Source: an optimization exercise on an open RTL-to-GDS flow (aim: small area and a short achievable clock period). Production flows keep margins and buffers that such runs may drop. In this exercise RTL edits were held to simulation tests only and were not proved equivalent to the original. Power is estimated from default activity; no workload was simulated.

Setup of birch:
## prog_mem_ctrl
module prog_mem_ctrl #(
    parameter int unsigned           WORD_WIDTH = 32,
    parameter int unsigned           DEPTH      = 128,
    parameter int unsigned           ADDR_W     = 7,
    parameter logic [WORD_WIDTH-1:0] NOP_WORD   = '0
) (
    input  logic                  clk,
    input  logic                  rst,
    input  logic                  rst_counter,
    input  logic                  ld_en,
    input  logic                  rd_en,
    input  logic [WORD_WIDTH-1:0] Load_data,
    input  logic                  jump,
    input  logic [ADDR_W-1:0]     jump_to,
    input  logic                  stall,
    output logic [WORD_WIDTH-1:0] instruction,
    output logic [ADDR_W-1:0]     ins_addr,
    output logic                  ins_valid,
    output logic [ADDR_W:0]       prog_len,
    output logic                  full,
    output logic                  err
);
Size: about 13000 cells after synthesis, roughly 96 I/O pins, roughly 150000 µm² of cells after synthesis.
==> flow/config.mk <==
export PLATFORM = sky130hd
export DESIGN_NAME = prog_mem_ctrl
export DESIGN_NICKNAME = prog_mem_ctrl
export VERILOG_FILES = /design/flow/design.v
export SDC_FILE = /design/flow/constraint.sdc
export NUM_CORES = 4
export LEC_CHECK = 0
export CAP_MARGIN = 20
export CORE_MARGIN = 2
export CORE_UTILIZATION = 52
export CTS_BUF_LIST = sky130_fd_sc_hd__clkbuf_16
export CTS_CLUSTER_DIAMETER = 90
export CTS_CLUSTER_SIZE = 25
export SETUP_SLACK_MARGIN = 2.3
export SLEW_MARGIN = 35
export SYNTH_HIERARCHICAL = 1
export SYNTH_MINIMUM_KEEP_SIZE = 0
==> flow/constraint.sdc <==
create_clock -name core_clock -period 5.0 [get_ports {clk}]
set_input_delay 1.0000 -clock core_clock [delete_from_list [all_inputs] [get_ports {clk}]]
set_output_delay 1.0000 -clock core_clock [all_outputs]
set_load 0.01 [all_outputs]
run.sh (not shown) runs the stock make flow with config.mk's settings and CLKGATE_MAP_FILE= SYNTH_SCRIPT=/design/flow/synth_recipe.tcl, a recipe that flattens the netlist after the stock synthesis.
birch: all stages complete, timing, DRC and antenna checks passed
Changes in pine relative to birch:
# birch
export LEC_CHECK = 0
export CAP_MARGIN = 20
export CORE_MARGIN = 2
export CORE_UTILIZATION = 52
export CTS_BUF_LIST = sky130_fd_sc_hd__clkbuf_16
export CTS_CLUSTER_DIAMETER = 90
export CTS_CLUSTER_SIZE = 25
export SETUP_SLACK_MARGIN = 2.3
export SLEW_MARGIN = 35
export SYNTH_HIERARCHICAL = 1
export SYNTH_MINIMUM_KEEP_SIZE = 0
create_clock -name core_clock -period 5.0 [get_ports {clk}]
# pine
export LEC_CHECK = 0
export CAP_MARGIN = 20
export CORE_MARGIN = 2
export CORE_UTILIZATION = 40
export CTS_BUF_LIST = sky130_fd_sc_hd__clkbuf_16
export CTS_CLUSTER_DIAMETER = 90
export CTS_CLUSTER_SIZE = 25
export SETUP_SLACK_MARGIN = 2.3
export SLEW_MARGIN = 35
export SYNTH_HIERARCHICAL = 1
export SYNTH_MINIMUM_KEEP_SIZE = 0
create_clock -name core_clock -period 5.0 [get_ports {clk}]
pine reports a higher relative slew slack than birch does.
birch → pine: overall die width picked up an extra 14%, buffer count excluding the clock tree in the final layout down about 11%, via count went down about 3%, area growth from synthesis to final layout decreased 0.42 points, total routing resource utilization after global routing has decreased.
Buffer share of cell area is lower on pine


Another version of the RTL of prog_mem_ctrl (not shown whole).
For scale: roughly 14000 cells after synthesis, roughly 4300 flip-flops, ~96 I/O pins, roughly 150000 sq um of cells after synthesis.
clock: 5.0 ns
lec_check: 0
cap_margin: 20
core_margin: 2
core_utilization: 40
cts_buf_list: sky130_fd_sc_hd__clkbuf_16
cts_cluster_diameter: 90
cts_cluster_size: 25
place_density: 0.72
setup_slack_margin: 2.5
slew_margin: 35
synth_hierarchical: 1
synth_minimum_keep_size: 0
The first run completed with no timing, DRC or antenna violations.
Change:
PLACE_DENSITY = unset   (was 0.72)
SETUP_SLACK_MARGIN = 2.6   (was 2.5)
After rerunning: Core utilization stays flat. Area after synthesis is unchanged. Sequential share of layout area is about the same. Via count fell slightly. Worst setup slack is better by 0.045 ns. Final area is about the same. Wire length rose by a few percent. Total power rose slightly. Final cell count barely changes. Clock-buffer cell count rose by 1. Hold slack is better by 0.020 ns.
Change:
PLACE_DENSITY = 0.66   (was unset)
After rerunning: The changed run completed without violations; count of clock-buffer cells in the layout went down by 2; power went down slightly; setup slack stays flat; register-to-register slack degrades by 0.04 ns; global-route usage went down by 2.1 points; final cell count stays flat; sequential cell count is unchanged; maximum frequency hardly moves; sequential power stays flat; worst hold slack hardly moves; final area barely changes.
Change:
CAP_MARGIN = 10   (was 20)
PLACE_DENSITY = unset   (was 0.66)
SETUP_SLACK_MARGIN = 2.5   (was 2.6)
SLEW_MARGIN = 30   (was 35)
Effect: Sequential share of layout area grows by 0.36 points. Sequential cell count stays the same. Worst hold slack stays flat. Wire length goes up by a few percent. Synthesized area does not change. Clock-buffer cell count drops by 2. Worst setup slack improved by 0.012 ns. Via count shrinks slightly.
Change:
CAP_MARGIN = 20   (was 10)
SLEW_MARGIN = 35   (was 30)
=> Total power is about the same. Via count stays flat. Setup slack is worse by 0.022 ns.

==> port drivers added, routing unchanged <==
How much do the figures lean on ideal ports? The routed layouts below were timed once more, with nothing changed but the port constraints.
Step 1, drivers: a clkbuf_16 drives clk and a buf_2 each remaining input, both assumed.
Step 2 also shifts input and output timing later by t, the mid clock arrival at the registers, as if the neighbouring blocks saw the same clock.
a / b / c = ideal / step 1 / step 2; a / b = the first two.
run | shift t [ns] | slack for setup (ns) | latest minus earliest clock arrival (ns) | worst slew at a driven data input, ns | pins driven straight from the clock port
birch | 1.050 | 1.874 / 1.874 / 1.152 | 0.052 / 0.053 | 0.05 | 1
pine | 1.058 | 2.148 / 2.148 / 1.147 | 0.074 / 0.075 | 0.25 | 1
the first run of note 2 | 1.040 | 2.321 / 2.215 / 1.395 | 0.130 / 0.130 | 0.06 | 1
the second run of note 2 | 1.099 | 2.366 / 2.242 / 1.631 | 0.089 / 0.089 | 0.20 | 1
the third run of note 2 | 1.048 | 2.364 / 2.265 / 1.545 | 0.100 / 0.099 | 0.14 | 1
the fourth run of note 2 | 1.063 | 2.376 / 2.271 / 1.309 | 0.097 / 0.097 | 0.25 | 1
the fifth run of note 2 | 1.091 | 2.355 / 2.255 / 1.336 | 0.080 / 0.080 | 0.25 | 1
After both steps setup and hold are still met in every run listed. For the fourth run of note 2, which loses most, drivers alone change the setup slack by -0.105 ns; drivers and shift together by -1.067 ns.
